Source: an optimization exercise on an open RTL-to-GDS flow (aim: small area and few clock cycles per item). Production flows keep margins and buffers that such runs may drop.
No functional check of the RTL was part of any run shown here.

==> flow/design.v (outline; a module is shown in full before it is edited, if it fits) <==
// module hysl_add: 41 lines
// module hysl_front: 1464 lines
// module hysl_back: 1035 lines
// module heading_yaw_slew_limiter: 91 lines
module heading_yaw_slew_limiter (
    input  logic                               clk,
    input  logic                               rst_n,
    input  logic                               cfg_we,
    input  logic [hysl_pkg::CFG_IDX_W-1:0]     cfg_index,
    input  logic [hysl_pkg::CFG_DATA_W-1:0]    cfg_data,
    input  logic                               point_valid,
    output logic                               point_ready,
    input  logic signed [31:0]                 point_pos_x,
    input  logic signed [31:0]                 point_pos_y,
    input  logic signed [15:0]                 point_vel_x,
    input  logic signed [15:0]                 point_vel_y,
    output logic                               cmd_valid,
    input  logic                               cmd_ready,
    output logic signed [31:0]                 cmd_x,
    output logic signed [31:0]                 cmd_y,
    output logic        [30:0]                 cmd_z,
    output logic signed [15:0]                 cmd_yaw,
    output logic signed [15:0]                 cmd_yaw_rate
);
  // ...
==> flow/run.sh <==
#!/bin/bash
# synth_recipe.tcl (not shown) runs the flow's synth.tcl, then flattens the netlist and writes it again
# the make line also repeats each setting of config.mk as NAME=value (left out here)
make -C /OpenROAD-flow-scripts/flow DESIGN_CONFIG=/design/flow/config.mk WORK_HOME=/design/flow/orfs CLKGATE_MAP_FILE= SYNTH_SCRIPT=/design/flow/synth_recipe.tcl finish
==> flow/config.mk <==
export PLATFORM = sky130hd
export DESIGN_NAME = heading_yaw_slew_limiter
export DESIGN_NICKNAME = heading_yaw_slew_limiter
export VERILOG_FILES = /design/flow/design.v
export SDC_FILE = /design/flow/constraint.sdc
export NUM_CORES = 4
export LEC_CHECK = 0
export CAP_MARGIN = 20
export CORE_MARGIN = 2
export CORE_UTILIZATION = 40
export SLEW_MARGIN = 20
==> flow/constraint.sdc <==
create_clock -name core_clock -period 14.0 [get_ports {clk}]
set_input_delay 2.8000 -clock core_clock [delete_from_list [all_inputs] [get_ports {clk}]]
set_output_delay 2.8000 -clock core_clock [all_outputs]
set_load 0.01 [all_outputs]
==> flow_metrics.tcl, run 1 <==
set metrics [dict create \
    outcome "complete, no violations" \
    synth.area.top_cells "edfxtp_1 (23%), fa_1 (17%), ha_1 (12%)" \
    ff2ff_path_depth 63 \
    synth_simple_gate_area_frac 0.121 \
    required_ns 14.59 \
    skew_ns 0.0426 \
    vias 44500 \
    max-cap-violations 0 \
    port_buffers 264 \
    finalSetupViolCount 0 \
    seq_area_frac 0.258 \
    netlist_area_mm2 0.0636 \
    antenna_cells 1 \
    area_delta_synth_final_pct 13.4 \
    seqCellArea_mm2 0.0186 \
    cp-start-kind "flop" \
    taps 2072 \
    path_buf_inv 2 \
    synthAdderAreaFrac 0.287 \
    final_nets 7879 \
    wl_um 157000 \
    postSynthAreaPerCell_um2 10.2 \
    dr.first_iter.drc_count 2519 \
    post_cts_resized 0 \
    path_class "flop to flop" \
]
==> module hysl_add, before the edit <==
module hysl_add #(
    parameter int W = 8
) (
    input  logic [W-1:0] a,
    input  logic [W-1:0] b,
    input  logic         ci,
    output logic [W-1:0] y
);
    function automatic integer levels(input integer n);
        integer r;
        r = 0;
        while ((1 << r) < n)
            r = r + 1;
        levels = r;
    endfunction
    localparam int L = levels(W + 1);
    logic [W:0] g [0:L];
    logic [W:0] p [0:L];
    assign g[0][0]   = ci;
    assign p[0][0]   = 1'b0;
    assign g[0][W:1] = a & b;
    assign p[0][W:1] = a ^ b;
    for (genvar l = 0; l < L; l++)
    begin : g_lvl
        for (genvar i = 0; i <= W; i++)
        begin : g_bit
            if ((i >> l) % 2 == 1)
            begin : g_op
                localparam int J = ((i >> l) << l) - 1;
                assign g[l+1][i] = g[l][i] | (p[l][i] & g[l][J]);
                assign p[l+1][i] = p[l][i] & p[l][J];
            end
            else
            begin : g_pass
                assign g[l+1][i] = g[l][i];
                assign p[l+1][i] = p[l][i];
            end
        end
    end
    assign y = p[0][W:1] ^ g[L][W-1:0];
endmodule
==> run 2: changes to the inputs <==
--- a/flow/design.v
+++ b/flow/design.v
@@ -14,24 +14,17 @@
 module hysl_add #(
     parameter int W = 8
 ) (
     input  logic [W-1:0] a,
     input  logic [W-1:0] b,
     input  logic         ci,
     output logic [W-1:0] y
 );
-    function automatic integer levels(input integer n);
-        integer r;
-        r = 0;
-        while ((1 << r) < n)
-            r = r + 1;
-        levels = r;
-    endfunction
-    localparam int L = levels(W + 1);
+    localparam int L = $clog2(W + 1);
     logic [W:0] g [0:L];
     logic [W:0] p [0:L];
     assign g[0][0]   = ci;
     assign p[0][0]   = 1'b0;
     assign g[0][W:1] = a & b;
     assign p[0][W:1] = a ^ b;
     for (genvar l = 0; l < L; l++)
     begin : g_lvl
@@ -641,35 +634,36 @@
     logic [20:0] xs_6;
     logic [20:0] u_6;
     logic d7;
     logic [24:0] us_7;
     logic [24:0] cx_7;
     logic c_7;
     logic [19:0] xs_7;
     logic [19:0] u_7;
-    logic [24:0] cx_r7;
-    logic d02_r7;
-    logic d03_r7;
-    logic d04_r7;
-    logic d05_r7;
-    logic d06_r7;
-    logic d07_r7;
-    logic [31:0] px_r7;
-    logic [31:0] py_r7;
-    logic sl_r7;
-    logic [19:0] u_r7;
-    logic vl_r7;
-    logic [1:0] zc_r7;
     logic d8;
     logic [24:0] us_8;
     logic [24:0] cx_8;
     logic c_8;
     logic [18:0] xs_8;
     logic [18:0] u_8;
+    logic [24:0] cx_r8;
+    logic d02_r8;
+    logic d03_r8;
+    logic d04_r8;
+    logic d05_r8;
+    logic d06_r8;
+    logic d07_r8;
+    logic d08_r8;
+    logic [31:0] px_r8;
+    logic [31:0] py_r8;
+    logic sl_r8;
+    logic [18:0] u_r8;
+    logic vl_r8;
+    logic [1:0] zc_r8;
     logic d9;
     logic [24:0] us_9;
     logic [24:0] cx_9;
     logic c_9;
     logic [17:0] xs_9;
     logic [17:0] u_9;
     logic d10;
     logic [24:0] us_10;
@@ -678,33 +672,16 @@
     logic [16:0] xs_10;
     logic [16:0] u_10;
     logic d11;
     logic [24:0] us_11;
     logic [24:0] cx_11;
     logic c_11;
     logic [15:0] xs_11;
     logic [15:0] u_11;
-    logic [24:0] cx_r11;
-    logic d02_r11;
-    logic d03_r11;
-    logic d04_r11;
-    logic d05_r11;
-    logic d06_r11;
-    logic d07_r11;
-    logic d08_r11;
-    logic d09_r11;
-    logic d10_r11;
-    logic d11_r11;
-    logic [31:0] px_r11;
-    logic [31:0] py_r11;
-    logic sl_r11;
-    logic [15:0] u_r11;
-    logic vl_r11;
-    logic [1:0] zc_r11;
     logic d12;
     logic [24:0] us_12;
     logic [24:0] cx_12;
     logic c_12;
     logic [14:0] xs_12;
     logic [14:0] u_12;
     logic d13;
     logic [24:0] us_13;
@@ -1309,59 +1286,59 @@
     assign xs_6 = {1'd0, cx_5[24:5]};
     hysl_add #(21) u_u_6 (.a(u_5[20:0]), .b(xs_6 ^ {21{d6}}), .ci(d6), .y(u_6));
     assign d7 = !u_6[20];
     assign us_7 = {{10{u_6[20]}}, u_6[20:6]};
     assign c_7 = &u_6[5:0];
     hysl_add #(25) u_cx_7 (.a(cx_6), .b(us_7 ^ {25{!d7}}), .ci(!(d7 ^ c_7)), .y(cx_7));
     assign xs_7 = {1'd0, cx_6[24:6]};
     hysl_add #(20) u_u_7 (.a(u_6[19:0]), .b(xs_7 ^ {20{d7}}), .ci(d7), .y(u_7));
-    assign d8 = !u_r7[19];
-    assign us_8 = {{12{u_r7[19]}}, u_r7[19:7]};
-    assign c_8 = &u_r7[6:0];
-    hysl_add #(25) u_cx_8 (.a(cx_r7), .b(us_8 ^ {25{!d8}}), .ci(!(d8 ^ c_8)), .y(cx_8));
-    assign xs_8 = {1'd0, cx_r7[24:7]};
-    hysl_add #(19) u_u_8 (.a(u_r7[18:0]), .b(xs_8 ^ {19{d8}}), .ci(d8), .y(u_8));
-    assign d9 = !u_8[18];
-    assign us_9 = {{14{u_8[18]}}, u_8[18:8]};
-    assign c_9 = &u_8[7:0];
-    hysl_add #(25) u_cx_9 (.a(cx_8), .b(us_9 ^ {25{!d9}}), .ci(!(d9 ^ c_9)), .y(cx_9));
-    assign xs_9 = {1'd0, cx_8[24:8]};
-    hysl_add #(18) u_u_9 (.a(u_8[17:0]), .b(xs_9 ^ {18{d9}}), .ci(d9), .y(u_9));
+    assign d8 = !u_7[19];
+    assign us_8 = {{12{u_7[19]}}, u_7[19:7]};
+    assign c_8 = &u_7[6:0];
+    hysl_add #(25) u_cx_8 (.a(cx_7), .b(us_8 ^ {25{!d8}}), .ci(!(d8 ^ c_8)), .y(cx_8));
+    assign xs_8 = {1'd0, cx_7[24:7]};
+    hysl_add #(19) u_u_8 (.a(u_7[18:0]), .b(xs_8 ^ {19{d8}}), .ci(d8), .y(u_8));
+    assign d9 = !u_r8[18];
+    assign us_9 = {{14{u_r8[18]}}, u_r8[18:8]};
+    assign c_9 = &u_r8[7:0];
+    hysl_add #(25) u_cx_9 (.a(cx_r8), .b(us_9 ^ {25{!d9}}), .ci(!(d9 ^ c_9)), .y(cx_9));
+    assign xs_9 = {1'd0, cx_r8[24:8]};
+    hysl_add #(18) u_u_9 (.a(u_r8[17:0]), .b(xs_9 ^ {18{d9}}), .ci(d9), .y(u_9));
     assign d10 = !u_9[17];
     assign us_10 = {{16{u_9[17]}}, u_9[17:9]};
     assign c_10 = &u_9[8:0];
     hysl_add #(25) u_cx_10 (.a(cx_9), .b(us_10 ^ {25{!d10}}), .ci(!(d10 ^ c_10)), .y(cx_10));
     assign xs_10 = {1'd0, cx_9[24:9]};
     hysl_add #(17) u_u_10 (.a(u_9[16:0]), .b(xs_10 ^ {17{d10}}), .ci(d10), .y(u_10));
     assign d11 = !u_10[16];
     assign us_11 = {{18{u_10[16]}}, u_10[16:10]};
     assign c_11 = &u_10[9:0];
     hysl_add #(25) u_cx_11 (.a(cx_10), .b(us_11 ^ {25{!d11}}), .ci(!(d11 ^ c_11)), .y(cx_11));
     assign xs_11 = {1'd0, cx_10[24:10]};
     hysl_add #(16) u_u_11 (.a(u_10[15:0]), .b(xs_11 ^ {16{d11}}), .ci(d11), .y(u_11));
-    assign d12 = !u_r11[15];
-    assign us_12 = {{20{u_r11[15]}}, u_r11[15:11]};
-    assign c_12 = &u_r11[10:0];
-    hysl_add #(25) u_cx_12 (.a(cx_r11), .b(us_12 ^ {25{!d12}}), .ci(!(d12 ^ c_12)), .y(cx_12));
-    assign xs_12 = {1'd0, cx_r11[24:11]};
-    hysl_add #(15) u_u_12 (.a(u_r11[14:0]), .b(xs_12 ^ {15{d12}}), .ci(d12), .y(u_12));
+    assign d12 = !u_11[15];
+    assign us_12 = {{20{u_11[15]}}, u_11[15:11]};
+    assign c_12 = &u_11[10:0];
+    hysl_add #(25) u_cx_12 (.a(cx_11), .b(us_12 ^ {25{!d12}}), .ci(!(d12 ^ c_12)), .y(cx_12));
+    assign xs_12 = {1'd0, cx_11[24:11]};
+    hysl_add #(15) u_u_12 (.a(u_11[14:0]), .b(xs_12 ^ {15{d12}}), .ci(d12), .y(u_12));
     assign d13 = !u_12[14];
     assign us_13 = {{22{u_12[14]}}, u_12[14:12]};
     assign c_13 = &u_12[11:0];
     hysl_add #(25) u_cx_13 (.a(cx_12), .b(us_13 ^ {25{!d13}}), .ci(!(d13 ^ c_13)), .y(cx_13));
     assign xs_13 = {1'd0, cx_12[24:12]};
     hysl_add #(14) u_u_13 (.a(u_12[13:0]), .b(xs_13 ^ {14{d13}}), .ci(d13), .y(u_13));
     assign d14 = !u_13[13];
     assign xs_14 = {1'd0, cx_13[24:13]};
     hysl_add #(13) u_u_14 (.a(u_13[12:0]), .b(xs_14 ^ {13{d14}}), .ci(d14), .y(u_14));
     assign d15 = !u_14[12];
     always_comb
     begin
-        unique case ({zc_r11, d02_r11, d03_r11, d04_r11, d05_r11})
+        unique case ({zc_r8, d02_r8, d03_r8, d04_r8, d05_r8})
             6'd0: e_tab = 16'hfa7b;
             6'd1: e_tab = 16'hfe79;
             6'd2: e_tab = 16'h0271;
             6'd3: e_tab = 16'h066f;
             6'd4: e_tab = 16'h0a29;
             6'd5: e_tab = 16'h0e27;
             6'd6: e_tab = 16'h121f;
             6'd7: e_tab = 16'h161d;
@@ -1425,95 +1402,78 @@
         endcase
     end
     assign zt_1 = e_tab[1] ^ d14 ^ d15;
     assign zt_2 = (e_tab[1] & d14) | (e_tab[1] & d15) | (d14 & d15);
     assign zt_3 = e_tab[2] ^ d13;
     assign zt_4 = e_tab[2] & d13;
     assign zt_5 = e_tab[3] ^ d12;
     assign zt_6 = e_tab[3] & d12;
-    assign zt_7 = e_tab[4] ^ d11_r11;
-    assign zt_8 = e_tab[4] & d11_r11;
-    assign zt_9 = e_tab[5] ^ d10_r11;
-    assign zt_10 = e_tab[5] & d10_r11;
-    assign zt_11 = e_tab[6] ^ d09_r11;
-    assign zt_12 = e_tab[6] & d09_r11;
-    assign zt_13 = e_tab[7] ^ d08_r11;
-    assign zt_14 = e_tab[7] & d08_r11;
-    assign zt_15 = e_tab[8] ^ d07_r11;
-    assign zt_16 = e_tab[8] & d07_r11;
-    assign zt_17 = e_tab[9] ^ d06_r11;
-    assign zt_18 = e_tab[9] & d06_r11;
+    assign zt_7 = e_tab[4] ^ d11;
+    assign zt_8 = e_tab[4] & d11;
+    assign zt_9 = e_tab[5] ^ d10;
+    assign zt_10 = e_tab[5] & d10;
+    assign zt_11 = e_tab[6] ^ d9;
+    assign zt_12 = e_tab[6] & d9;
+    assign zt_13 = e_tab[7] ^ d08_r8;
+    assign zt_14 = e_tab[7] & d08_r8;
+    assign zt_15 = e_tab[8] ^ d07_r8;
+    assign zt_16 = e_tab[8] & d07_r8;
+    assign zt_17 = e_tab[9] ^ d06_r8;
+    assign zt_18 = e_tab[9] & d06_r8;
     assign z_a = {e_tab[15], e_tab[14], e_tab[13], e_tab[12], e_tab[11], e_tab[10], zt_17, zt_15, zt_13, zt_11, zt_9, zt_7, zt_5, zt_3, zt_1, e_tab[0]};
     assign z_b = {1'b0, 1'b0, 1'b0, 1'b0, 1'b0, zt_18, zt_16, zt_14, zt_12, zt_10, zt_8, zt_6, zt_4, zt_2, 1'b0, 1'b0};
     hysl_add #(16) u_z (.a(z_a), .b(z_b), .ci(1'b0), .y(z_s));
     assign z_hi = $signed(z_s) > 16'sd25736;
     assign z_lo = $signed(z_s) <= -16'sd25736;
     assign aim_0 = z_hi ? z_s - 16'd51472 : (z_lo ? z_s + 16'd51472 : z_s);
     always_ff @(posedge clk or negedge rst_n)
     begin
         if (!rst_n)
         begin
             vl_r3 <= 1'b0;
-            vl_r7 <= 1'b0;
-            vl_r11 <= 1'b0;
+            vl_r8 <= 1'b0;
             vl_rz <= 1'b0;
         end
         else if (en)
         begin
             vl_r3 <= point_valid;
-            vl_r7 <= vl_r3;
-            vl_r11 <= vl_r7;
-            vl_rz <= vl_r11;
+            vl_r8 <= vl_r3;
+            vl_rz <= vl_r8;
         end
     end
     always_ff @(posedge clk)
     begin
         if (en)
         begin
             cx_r3 <= cx_3;
             d02_r3 <= d2;
             d03_r3 <= d3;
             px_r3 <= point_pos_x;
             py_r3 <= point_pos_y;
             sl_r3 <= slow_0;
             u_r3 <= u_3;
             zc_r3 <= zc;
-            cx_r7 <= cx_7;
-            d02_r7 <= d02_r3;
-            d03_r7 <= d03_r3;
-            d04_r7 <= d4;
-            d05_r7 <= d5;
-            d06_r7 <= d6;
-            d07_r7 <= d7;
-            px_r7 <= px_r3;
-            py_r7 <= py_r3;
-            sl_r7 <= sl_r3;
-            u_r7 <= u_7;
-            zc_r7 <= zc_r3;
-            cx_r11 <= cx_11;
-            d02_r11 <= d02_r7;
-            d03_r11 <= d03_r7;
-            d04_r11 <= d04_r7;
-            d05_r11 <= d05_r7;
-            d06_r11 <= d06_r7;
-            d07_r11 <= d07_r7;
-            d08_r11 <= d8;
-            d09_r11 <= d9;
-            d10_r11 <= d10;
-            d11_r11 <= d11;
-            px_r11 <= px_r7;
-            py_r11 <= py_r7;
-            sl_r11 <= sl_r7;
-            u_r11 <= u_11;
-            zc_r11 <= zc_r7;
+            cx_r8 <= cx_8;
+            d02_r8 <= d02_r3;
+            d03_r8 <= d03_r3;
+            d04_r8 <= d4;
+            d05_r8 <= d5;
+            d06_r8 <= d6;
+            d07_r8 <= d7;
+            d08_r8 <= d8;
+            px_r8 <= px_r3;
+            py_r8 <= py_r3;
+            sl_r8 <= sl_r3;
+            u_r8 <= u_8;
+            zc_r8 <= zc_r3;
             aim_rz <= aim_0;
-            px_rz <= px_r11;
-            py_rz <= py_r11;
-            sl_rz <= sl_r11;
+            px_rz <= px_r8;
+            py_rz <= py_r8;
+            sl_rz <= sl_r8;
         end
     end
     assign fr_valid = vl_rz;
     assign fr_pos_x = px_rz;
     assign fr_pos_y = py_rz;
     assign fr_slow  = sl_rz;
     assign fr_aim   = aim_rz;
 endmodule
@@ -1540,50 +1500,110 @@
     logic        [15:0] held_yaw_reg;
     logic        [15:0] held_rate_reg;
     logic        [31:0] x_reg;
     logic        [31:0] y_reg;
     logic        [15:0] inv;
     logic        [15:0] a;
     logic        [16:0] d;
     logic        [15:0] dm;
+    logic        [18:0] d19;
+    logic        [18:0] s19;
+    logic        [18:0] sw19;
+    logic        [18:0] t_gt_pi;
+    logic        [18:0] t_lt_npi;
+    logic        [18:0] t_b1;
+    logic        [18:0] t_b2;
+    logic        [18:0] t_b3;
+    logic        [18:0] t_b4;
     logic               gt_pi;
     logic               lt_npi;
-    logic        [16:0] kw;
-    logic        [16:0] e;
-    logic               neg;
-    logic        [17:0] t;
+    logic               b1;
+    logic               b2;
+    logic               b3;
+    logic               b4;
     logic               stepped;
+    logic               neg;
     logic               lim;
-    logic        [17:0] ys;
-    logic        [17:0] kys;
-    logic        [17:0] yw;
-    logic        [16:0] rs;
+    logic signed [17:0] cm;
+    logic signed [17:0] cp;
+    logic        [15:0] cms;
+    logic        [15:0] cps;
+    logic signed [16:0] hm;
+    logic signed [16:0] hp;
     logic        [31:0] acc_a;
     logic        [31:0] acc_b;
     logic        [31:0] acc;
     logic        [15:0] avg_mul;
     logic        [15:0] yaw_next;
     logic        [15:0] rate_next;
     assign inv = inv_tick;
     assign a   = in_slow ? held_yaw_reg : in_aim;
     hysl_add #(17) u_d (.a({a[15], a}), .b(~{held_yaw_reg[15], held_yaw_reg}), .ci(1'b1), .y(d));
     assign dm  = d[15:0];
-    assign gt_pi  = $signed(d) > 17'sd25736;
-    assign lt_npi = $signed(d) < -17'sd25736;
-    assign kw     = gt_pi ? -17'sd51472 : (lt_npi ? 17'sd51472 : 17'sd0);
-    hysl_add #(17) u_e (.a(d), .b(kw), .ci(1'b0), .y(e));
-    assign neg    = e[16];
-    hysl_add #(18) u_t (.a({3'd0, yaw_step_max}), .b({e[16], e} ^ {18{!neg}}), .ci(!neg), .y(t));
-    assign stepped = t[17];
-    assign lim     = gt_pi || lt_npi || stepped;
-    hysl_add #(18) u_ys (.a({{2{held_yaw_reg[15]}}, held_yaw_reg}), .b({3'd0, yaw_step_max} ^ {18{neg}}), .ci(neg), .y(ys));
-    assign kys = ($signed(ys) > 18'sd25736) ? -18'sd51472 : (($signed(ys) <= -18'sd25736) ? 18'sd51472 : 18'sd0);
-    hysl_add #(18) u_yw (.a(ys), .b(kys), .ci(1'b0), .y(yw));
-    hysl_add #(17) u_rs (.a({held_rate_reg[15], held_rate_reg}), .b({2'd0, yaw_rate_max} ^ {17{neg}}), .ci(neg), .y(rs));
+    assign d19  = {{2{d[16]}}, d};
+    assign s19  = {4'd0, yaw_step_max};
+    assign sw19 = s19 - 19'd51472;
+    hysl_add #(19) u_gt_pi  (.a(19'd25736), .b(~d19), .ci(1'b1), .y(t_gt_pi));
+    hysl_add #(19) u_lt_npi (.a(d19), .b(19'd25736), .ci(1'b0), .y(t_lt_npi));
+    hysl_add #(19) u_b1     (.a(d19), .b(sw19), .ci(1'b0), .y(t_b1));
+    hysl_add #(19) u_b2     (.a(sw19), .b(~d19), .ci(1'b1), .y(t_b2));
+    hysl_add #(19) u_b3     (.a(d19), .b(s19), .ci(1'b0), .y(t_b3));
+    hysl_add #(19) u_b4     (.a(s19), .b(~d19), .ci(1'b1), .y(t_b4));
+    assign gt_pi  = t_gt_pi[18];
+    assign lt_npi = t_lt_npi[18];
+    assign b1     = t_b1[18];
+    assign b2     = t_b2[18];
+    assign b3     = t_b3[18];
+    assign b4     = t_b4[18];
+    always_comb
+    begin
+        lim     = 1'b1;
+        stepped = 1'b0;
+        neg     = 1'b0;
+        if (gt_pi)
+        begin
+            stepped = b1;
+            neg     = 1'b1;
+        end
+        else if (lt_npi)
+        begin
+            stepped = b2;
+            neg     = 1'b0;
+        end
+        else if (b3)
+        begin
+            stepped = 1'b1;
+            neg     = 1'b1;
+        end
+        else if (b4)
+        begin
+            stepped = 1'b1;
+            neg     = 1'b0;
+        end
+        else
+            lim = 1'b0;
+    end
+    always_comb
+    begin
+        cm = 18'($signed(held_yaw_reg)) - 18'($signed({1'b0, yaw_step_max}));
+        cp = 18'($signed(held_yaw_reg)) + 18'($signed({1'b0, yaw_step_max}));
+        if (cm > 18'sd25736)
+            cm = cm - 18'sd51472;
+        else if (cm <= -18'sd25736)
+            cm = cm + 18'sd51472;
+        if (cp > 18'sd25736)
+            cp = cp - 18'sd51472;
+        else if (cp <= -18'sd25736)
+            cp = cp + 18'sd51472;
+        cms = cm[15:0];
+        cps = cp[15:0];
+        hm = (17'($signed(held_rate_reg)) - 17'($signed({1'b0, yaw_rate_max}))) >>> 1;
+        hp = (17'($signed(held_rate_reg)) + 17'($signed({1'b0, yaw_rate_max}))) >>> 1;
+    end
     logic mt_1;
     logic mt_2;
     logic mt_3;
     logic mt_4;
     logic mt_5;
     logic mt_6;
     logic mt_7;
     logic mt_8;
@@ -2513,18 +2533,18 @@
     always_comb
     begin
         if (acc[31:26] == 6'b000000 || acc[31:26] == 6'b111111)
             avg_mul = acc[26:11];
         else if (acc[31])
             avg_mul = 16'h8000;
         else
             avg_mul = 16'h7FFF;
-        yaw_next  = stepped ? yw[15:0] : a;
-        rate_next = lim ? rs[16:1] : avg_mul;
+        yaw_next  = stepped ? (neg ? cms : cps) : a;
+        rate_next = lim ? (neg ? hm[15:0] : hp[15:0]) : avg_mul;
     end
     always_ff @(posedge clk or negedge rst_n)
     begin
         if (!rst_n)
         begin
             out_valid_reg <= 1'b0;
             held_yaw_reg  <= '0;
             held_rate_reg <= '0;
==> run 2 against run 1 <==
Against the previous run:
- the layout now fails its checks (setup timing)
- synthesized cell count is 3.0% higher
- critical path depth increased by 36
- final cell count increased by 12%
- count of clock-buffer cells in the layout shrank 11
- area after synthesis is 3.3% lower
- clock skew decreased by 0.0060 ns
- largest cell class unchanged
- first-iteration DRC count up 1.4%
==> flow_metrics.tcl, run 2 <==
set metrics [dict create \
    start_util 0.404 \
    placed_area_mm2 0.0741 \
    final_area_mm2 0.0791 \
    seqCellArea_mm2 0.0150 \
    drc 0 \
    die_area_mm2 0.157 \
    async_reset_ff_frac 0.274 \
    timing_hold_violations_final 0 \
    finalSetupViolCount 19 \
    grt-ovfl-total 0 \
    finalCriticalPeriod_ns 18.43 \
    clkTransAtPathRegs_ns 0.06 \
    synth_common_cells "inv_1 (780), ha_1 (639), xnor2_1 (591)" \
    grt_start_max_net_pins 72 \
    post_drt_wl_per_cell_um 17.7 \
    min_path_cells 0 \
    synth_cell_types 109 \
    fp.dieW_um 396 \
    area_delta_synth_final_pct 28.6 \
    netlist_area_mm2 0.0615 \
    grt_pass1_vias 51100 \
    slew_viol_final 0 \
    cts-buffers-inserted 61 \
    row_count 143 \
    outcome "complete, but fails checks" \
    cp-start-kind "flop" \
    fmax_ghz 0.0543 \
    met3_length_um 6670 \
    post_drt_via_cell_ratio 5.05 \
    path_class "flop to flop" \
    cp.arrival_ns 18.84 \
    ff2ff_path_depth 99 \
    cts_tree "yes" \
    drive_above_1_share 0.222 \
    grt_pass1_wl_um 277000 \
    globalplace.congestion 0.909 \
    end_kind "flop" \
    dpl.hpwl_um 139000 \
    core_area_mm2 0.152 \
    fp.dieH_um 396 \
    top_layer "met4" \
    postSynthAreaPerCell_um2 9.53 \
    slowest_delay_ns 0.56 \
    dr_wl_met2_um 84200 \
    cp_common_cell "a21o_1" \
    period_share 1.32 \
    h-tree-depth 2 \
    ys.flop_type "edfxtp_1" \
    worstPathMaxFanout 9 \
    wl_um 174000 \
    port_buffers 264 \
    n_fill_cell 13800 \
    crit_start "u_front.u_r8[1]$_DFFE_PN_" \
    io-pin-count 265 \
    syn_inst 6450 \
    hold_class "flop to flop" \
    synth_edf_count 369 \
    setup_slack_ns -4.43 \
    ys_ff_latch 529 \
    detail-route-antenna-nets 0 \
    hold_end "u_back.x_reg[30]$_DFFE_PP_" \
    skew_ns 0.0366 \
    final_nets 9055 \
    layout_commonest_cell "buf_4" \
    cts_root_buf "clkbuf_16" \
    multiInputGateArea_mm2 0.0448 \
    tightest_slew_ns 1.08 \
    met1_length_um 78100 \
    required_ns 14.41 \
    failed_checks "setup timing" \
    yosys.area.top_type "edfxtp_1" \
    most-common-layout-cells "buf_4 (1107), inv_1 (773), ha_1 (632)" \
    cts.sinks 529 \
    vias 49600 \
    tns_ns -58.79 \
    rr_endpoint "u_front.aim_rz[12]$_DFFE_PN_" \
    synth.most_common_cell "inv_1" \
    clkLatencyLatePin_ns 0.70 \
    crit_slowest_cell "or4_4" \
    synth.top_cell.area_share 0.180 \
    clockBufferDepth 3 \
    hp-start "u_front.px_rz[30]$_DFFE_PN_" \
    drt-pass1-iter-count 5 \
    slew_headroom 0.277 \
    whs_ns 0.414 \
    r2r_start "u_front.u_r8[1]$_DFFE_PN_" \
    seq_area_frac_synth 0.245 \
    max-cap-violations 0 \
    reg2reg_slack_ns -4.43 \
    dr.first_iter.drc_count 2554 \
    rsz0062_at_grt "yes" \
    track_usage 0.220 \
    yosys_warnings 48 \
    synth.area.top_cells "edfxtp_1 (18%), fa_1 (17%), ha_1 (13%)" \
    antenna_found_initial 3 \
]
run 2: stage by stage:
stage | setup slack [ns] | std cells | util
3_5_place_dp | -5.25 | 9552 | 0.487
6_report | -4.43 | 9833 | 0.519
4_1_cts | -4.46 | 9767 | 0.511
5_1_grt | -5.41 | 9832 | 0.519
3_3_place_gp | -4.88 | 9552 | 0.487
2_1_floorplan | -4.64 | 6466 | -
run 2: layout make-up:
cell class | instances | area share
multi-input cells | 4954 | 0.567
flip-flops and latches | 529 | 0.190
repair buffers | 1416 | 0.147
inverters | 792 | 0.0380
well taps | 2030 | 0.0321
clock buffers | 76 | 0.0207
clock inverters | 35 | 0.00510
diodes | 1 | 0.0000317
run 2: timing repair:
item,in CTS,in global routing
hold buffers,0,0
resized for setup,151,154
setup buffers,123,76
gates cloned,1,3
pin swaps,143,131
endpoints found under the setup margin,31,44
run 2: worst max-delay path: cells and delay by family (launching register included):
family / cells / cell delay, ns
AO/OA/AOI/OAI: 50 / 8.77
AND/OR/NAND/NOR: 17 / 2.96
adder cells (fa/ha/maj): 9 / 2.53
XOR/XNOR: 13 / 1.99
buffers and inverters: 8 / 1.06
multiplexers: 2 / 0.48
flip-flops: 1 / 0.36
run 2: cells by family after synthesis:
kind of cell / after synthesis / synth area share
AND/OR/NAND/NOR: 1689 / 0.132
buffers and inverters: 983 / 0.0605
flip-flops: 529 / 0.245
other: 2 / 0.000122
XOR/XNOR: 858 / 0.123
multiplexers: 124 / 0.0221
adder cells (fa/ha/maj): 1170 / 0.302
AO/OA/AOI/OAI: 1095 / 0.115
run 2: worst max-delay path by stage:
stage	end	slack (ns)	cells past startpoint
final	u_front.aim_rz[12]$_DFFE_PN_	-4.43	99
after CTS	u_front.aim_rz[7]$_DFFE_PN_	-4.46	98
after floorplan	u_front.aim_rz[12]$_DFFE_PN_	-4.64	103
after global placement	u_front.aim_rz[12]$_DFFE_PN_	-4.88	99
after detailed placement	u_front.aim_rz[12]$_DFFE_PN_	-5.25	99
after global routing	u_front.aim_rz[12]$_DFFE_PN_	-5.41	101
run 2: routing by layer:
| metal | global-route usage | vias to the layer above |
|---|---|---|
| met2 | 0.375 | 947 |
| met5 | 0 | - |
| met4 | 0.0591 | 0 |
| met1 | 0.297 | 24300 |
| li1 | - | 24200 |
| met3 | 0.0208 | 205 |
==> run 3: changes to the inputs <==
==> flow/flow/run.sh (new file) <==
#!/bin/bash
# Own layout flow: the standard synthesis, then the combinational logic
# between the registers re-mapped by ABC for delay (registers untouched: same
# instances, names and cell types), then the standard layout from that
# netlist. Each tool's output goes to a log file of its own in this folder.
set -euo pipefail
WORK=$(pwd)
FLOW_DIR=$WORK/flow
RES=$WORK/orfs/results/$FLOW_PLATFORM/heading_yaw_slew_limiter/base
LIB=$FLOW_HOME/platforms/$FLOW_PLATFORM/lib/sky130_fd_sc_hd__tt_025C_1v80.lib
YOSYS=$FLOW_HOME/../tools/install/yosys/bin/yosys
[[ -x $YOSYS ]] || YOSYS=$(command -v yosys)

bash standard.sh synth > $WORK/flow_1_synth.log 2>&1
cp $RES/1_2_yosys.v $WORK/standard_netlist.v

# 2. re-map the logic between the registers for delay
SEQ=$(grep -oE 'cell *\("?sky130_fd_sc_hd__[a-z0-9_]*' $LIB | sed 's/cell *("*//' \
      | grep -E '__(df|dl|edf|sdf|sed|sdl|lpflow|einv|ebuf|conb|tap|fill|decap|diode|probe|clkdly|dlygate)' \
      | sort -u | tr '\n' ' ')
DONT=$(grep -oE 'cell *\("?sky130_fd_sc_hd__[a-z0-9_]*' $LIB | sed 's/cell *("*//' \
      | grep -E '__(lpflow|probe)' | sort -u | sed 's/^/-dont_use /' | tr '\n' ' ')
DELAY=$(cat $FLOW_DIR/abc_delay_ps)
sed "s/@D@/$DELAY/g" $FLOW_DIR/resyn.abc > $WORK/resyn.abc
$YOSYS -l $WORK/flow_2_resyn.log -p "
read_liberty -ignore_miss_func $LIB;
blackbox $SEQ;
read_verilog $WORK/standard_netlist.v;
hierarchy -top $FLOW_TOP;
flatten;
opt_clean;
abc -liberty $LIB $DONT -script $WORK/resyn.abc;
splitnets;
opt_clean -purge;
hilomap -singleton -hicell sky130_fd_sc_hd__conb_1 HI -locell sky130_fd_sc_hd__conb_1 LO;
insbuf -buf sky130_fd_sc_hd__buf_4 A X;
write_verilog -noexpr -noattr -nohex -nodec $WORK/resyn_netlist.v;
tee -o $WORK/resyn_stat.txt stat -liberty $LIB
" > /dev/null
cp $WORK/resyn_netlist.v $RES/1_2_yosys.v
touch $RES/1_2_yosys.v

# 3. the standard layout from the re-mapped netlist
bash standard.sh > $WORK/flow_3_layout.log 2>&1
==> flow/flow/abc_delay_ps (new file) <==
8000
==> flow/flow/resyn.abc (new file) <==
strash
dch
map -D @D@
topo
buffer
upsize -D @D@
dnsize -D @D@
==> flow/standard.sh (new file) <==
#!/bin/bash
# synth_recipe.tcl (not shown) runs the flow's synth.tcl, then flattens the netlist and writes it again
# the make line also repeats each setting of config.mk as NAME=value (left out here)
make -C /OpenROAD-flow-scripts/flow DESIGN_CONFIG=/design/flow/config.mk WORK_HOME=/design/flow/orfs CLKGATE_MAP_FILE= SYNTH_SCRIPT=/design/flow/synth_recipe.tcl "${@:-finish}"
removed: flow/run.sh
==> run 3 against run 2 <==
Against the previous run:
- the run now finishes clean
- highest routed layer unchanged
- cell area decreased by 3.1%
- setup slack improved by 4.9 ns
- non-clock buffer count decreased by 802
- via count increased by 42%
- critical path depth decreased by 24
- global-route usage increased by 3.1 points
- final cell count increased by 38%
==> flow_metrics.tcl, run 3 <==
set metrics [dict create \
    outcome "complete, no violations" \
    worstPathMaxFanout 12 \
    cts_tree "yes" \
    cts_root_buf "clkbuf_16" \
    core_area_mm2 0.165 \
    grt_pass1_vias 64400 \
    drive_above_1_share 0.0838 \
    dp_worst_setup_slack_ns -0.126 \
    instances_no_fill 13600 \
    cp.arrival_ns 13.96 \
    fmax_ghz 0.0738 \
    reg2reg_slack_ns 0.45 \
    port_buffers 264 \
    finalSetupViolCount 0 \
    hold_end "u_front.sl_r8$_DFFE_PN_" \
    final_area_mm2 0.0766 \
    slowest_delay_ns 0.52 \
    postCtsHoldBufs 0 \
    detail-route-antenna-nets 0 \
    cp-start-kind "flop" \
    crit_slowest_cell "xor2_1" \
    rr_endpoint "u_front.aim_rz[12]$_DFFE_PN_" \
    dr.first_iter.drc_count 5157 \
    hp-start "u_front.sl_r3$_DFFE_PN_" \
    h-tree-depth 2 \
    clkTransAtPathRegs_ns 0.07 \
    required_ns 14.41 \
    skew_ns 0.0658 \
    io-pin-count 265 \
    area_delta_synth_final_pct 15.7 \
    most-common-layout-cells "nand2_1 (2265), nor2_1 (2008), inv_1 (1709)" \
    final_nets 11500 \
    netlist_area_mm2 0.0662 \
    timing_hold_violations_final 0 \
    yosys_warnings 48 \
    tns_ns 0 \
    min_path_cells 0 \
    clockBufferDepth 3 \
    vias 70200 \
    placed_area_mm2 0.0722 \
    r2r_start "u_front.u_r8[18]$_DFFE_PN_" \
    ff2ff_path_depth 75 \
    multiInputGateArea_mm2 0.0449 \
    fp.dieH_um 411 \
    path_class "flop to flop" \
    grt_pass1_wl_um 343000 \
    cts-buffers-inserted 56 \
    grt_start_max_net_pins 65 \
    start_util 0.402 \
    period_share 0.968 \
    drt-pass1-iter-count 9 \
    cts.sinks 529 \
    slew_viol_final 0 \
    layout_commonest_cell "nand2_1" \
    critPathTopFamily "simple AND/OR/NAND/NOR gates" \
    slew_headroom 0.264 \
    wl_um 223000 \
    path_buf_inv 9 \
    drc 0 \
    setup_slack_ns 0.454 \
    tightest_slew_ns 1.09 \
    dpl.hpwl_um 177000 \
    postSynthAreaPerCell_um2 6.09 \
    dpl.cell_count 13300 \
    seqCellArea_mm2 0.0150 \
    antenna_found_initial 1 \
    post_drt_wl_per_cell_um 16.4 \
    row_count 149 \
    n_fill_cell 17000 \
    clkLatencyLatePin_ns 0.68 \
    hold_class "flop to flop" \
    syn_inst 10900 \
    end_kind "flop" \
    track_usage 0.251 \
    finalCriticalPeriod_ns 13.55 \
    fp.dieW_um 411 \
    rsz0062_at_grt "yes" \
    die_area_mm2 0.169 \
    globalplace.congestion 0.978 \
    max-cap-violations 0 \
    post_drt_via_cell_ratio 5.18 \
    cp_common_cell "nand2_1" \
    grt-ovfl-total 0 \
]
run 3: worst max path at each step:
stage                                start                            to  depth (start not counted)
2_1_floorplan               point_vel_x[1]   u_front.cx_r3[23]$_DFFE_PN_                         70
3_3_place_gp    u_front.u_r8[18]$_DFFE_PN_  u_front.aim_rz[10]$_DFFE_PN_                         66
3_5_place_dp    u_front.u_r8[18]$_DFFE_PN_  u_front.aim_rz[10]$_DFFE_PN_                         65
4_1_cts         u_front.u_r3[22]$_DFFE_PN_   u_front.cx_r8[23]$_DFFE_PN_                         80
5_1_grt        u_front.cx_r8[21]$_DFFE_PN_  u_front.aim_rz[12]$_DFFE_PN_                         81
6_report        u_front.u_r8[18]$_DFFE_PN_  u_front.aim_rz[12]$_DFFE_PN_                         75
run 3: layout make-up:
class                      instances  share of cell area
multi-input combinational       8384               0.585
timing repair buffer             614              0.0718
antenna                            1           0.0000327
clock buffer                      62              0.0191
sequential                       529               0.196
tap                             2189              0.0357
inverter                        1743              0.0858
clock inverter                    42             0.00581
run 3: worst register-to-register path, delay by kind of cell (launching register included):
kind | cells | cell delay (ns)
AND/OR/NAND/NOR | 39 | 5.80
AO/OA/AOI/OAI | 25 | 4.75
buffers and inverters | 9 | 1.53
XOR/XNOR | 2 | 0.71
flip-flops | 1 | 0.41
run 3: repair_timing:
item / CTS / global route
gates cloned: 0 / 9
pin swaps: 0 / 101
setup endpoints to repair: 11 / 48
gates resized for setup: 0 / 312
buffers inserted: 4 / 115
run 3: metrics by stage:
stage          hold slack, ns  utilization
4_1_cts                 0.398        0.450
2_1_floorplan           0.400            -
6_report                0.393        0.466
5_1_grt                 0.410        0.466
3_3_place_gp            0.400        0.439
3_5_place_dp            0.405        0.439
run 3: metal layers:
layer,global-route usage,vias to the layer above,routed length (um)
li1,-,35800,-
met1,0.324,32100,97800
met2,0.431,1913,104000
met3,0.0275,387,12500
met4,0.0886,0,8560
met5,0,-,0

## afterwards: timing with drivers on the ports
The results above use ideal ports. As a check the final layouts listed here were re-extracted and re-timed, cells and wires unchanged. Step 1, drivers: a clkbuf_16 drives clk and a buf_2 each remaining input, both assumed. Step 2 also shifts input and output timing later by t, the mid clock arrival at the registers, as if the neighbouring blocks saw the same clock. Three values: ideal, step 1, step 2; two values: the first two.
| run | t, ns | setup slack, ns | worst setup path after step 2 |
|---|---|---|---|
| run 1 | 0.770 | 0.645 / 0.645 / 0.063 | input to register |
| run 2 | 0.756 | -4.429 / -4.429 / -4.429 | register to register |
| run 3 | 0.732 | 0.454 / 0.454 / 0.454 | register to register |
The setup slack of run 1, which loses most, moves by 0.000 ns with the drivers and by -0.582 ns with both steps.
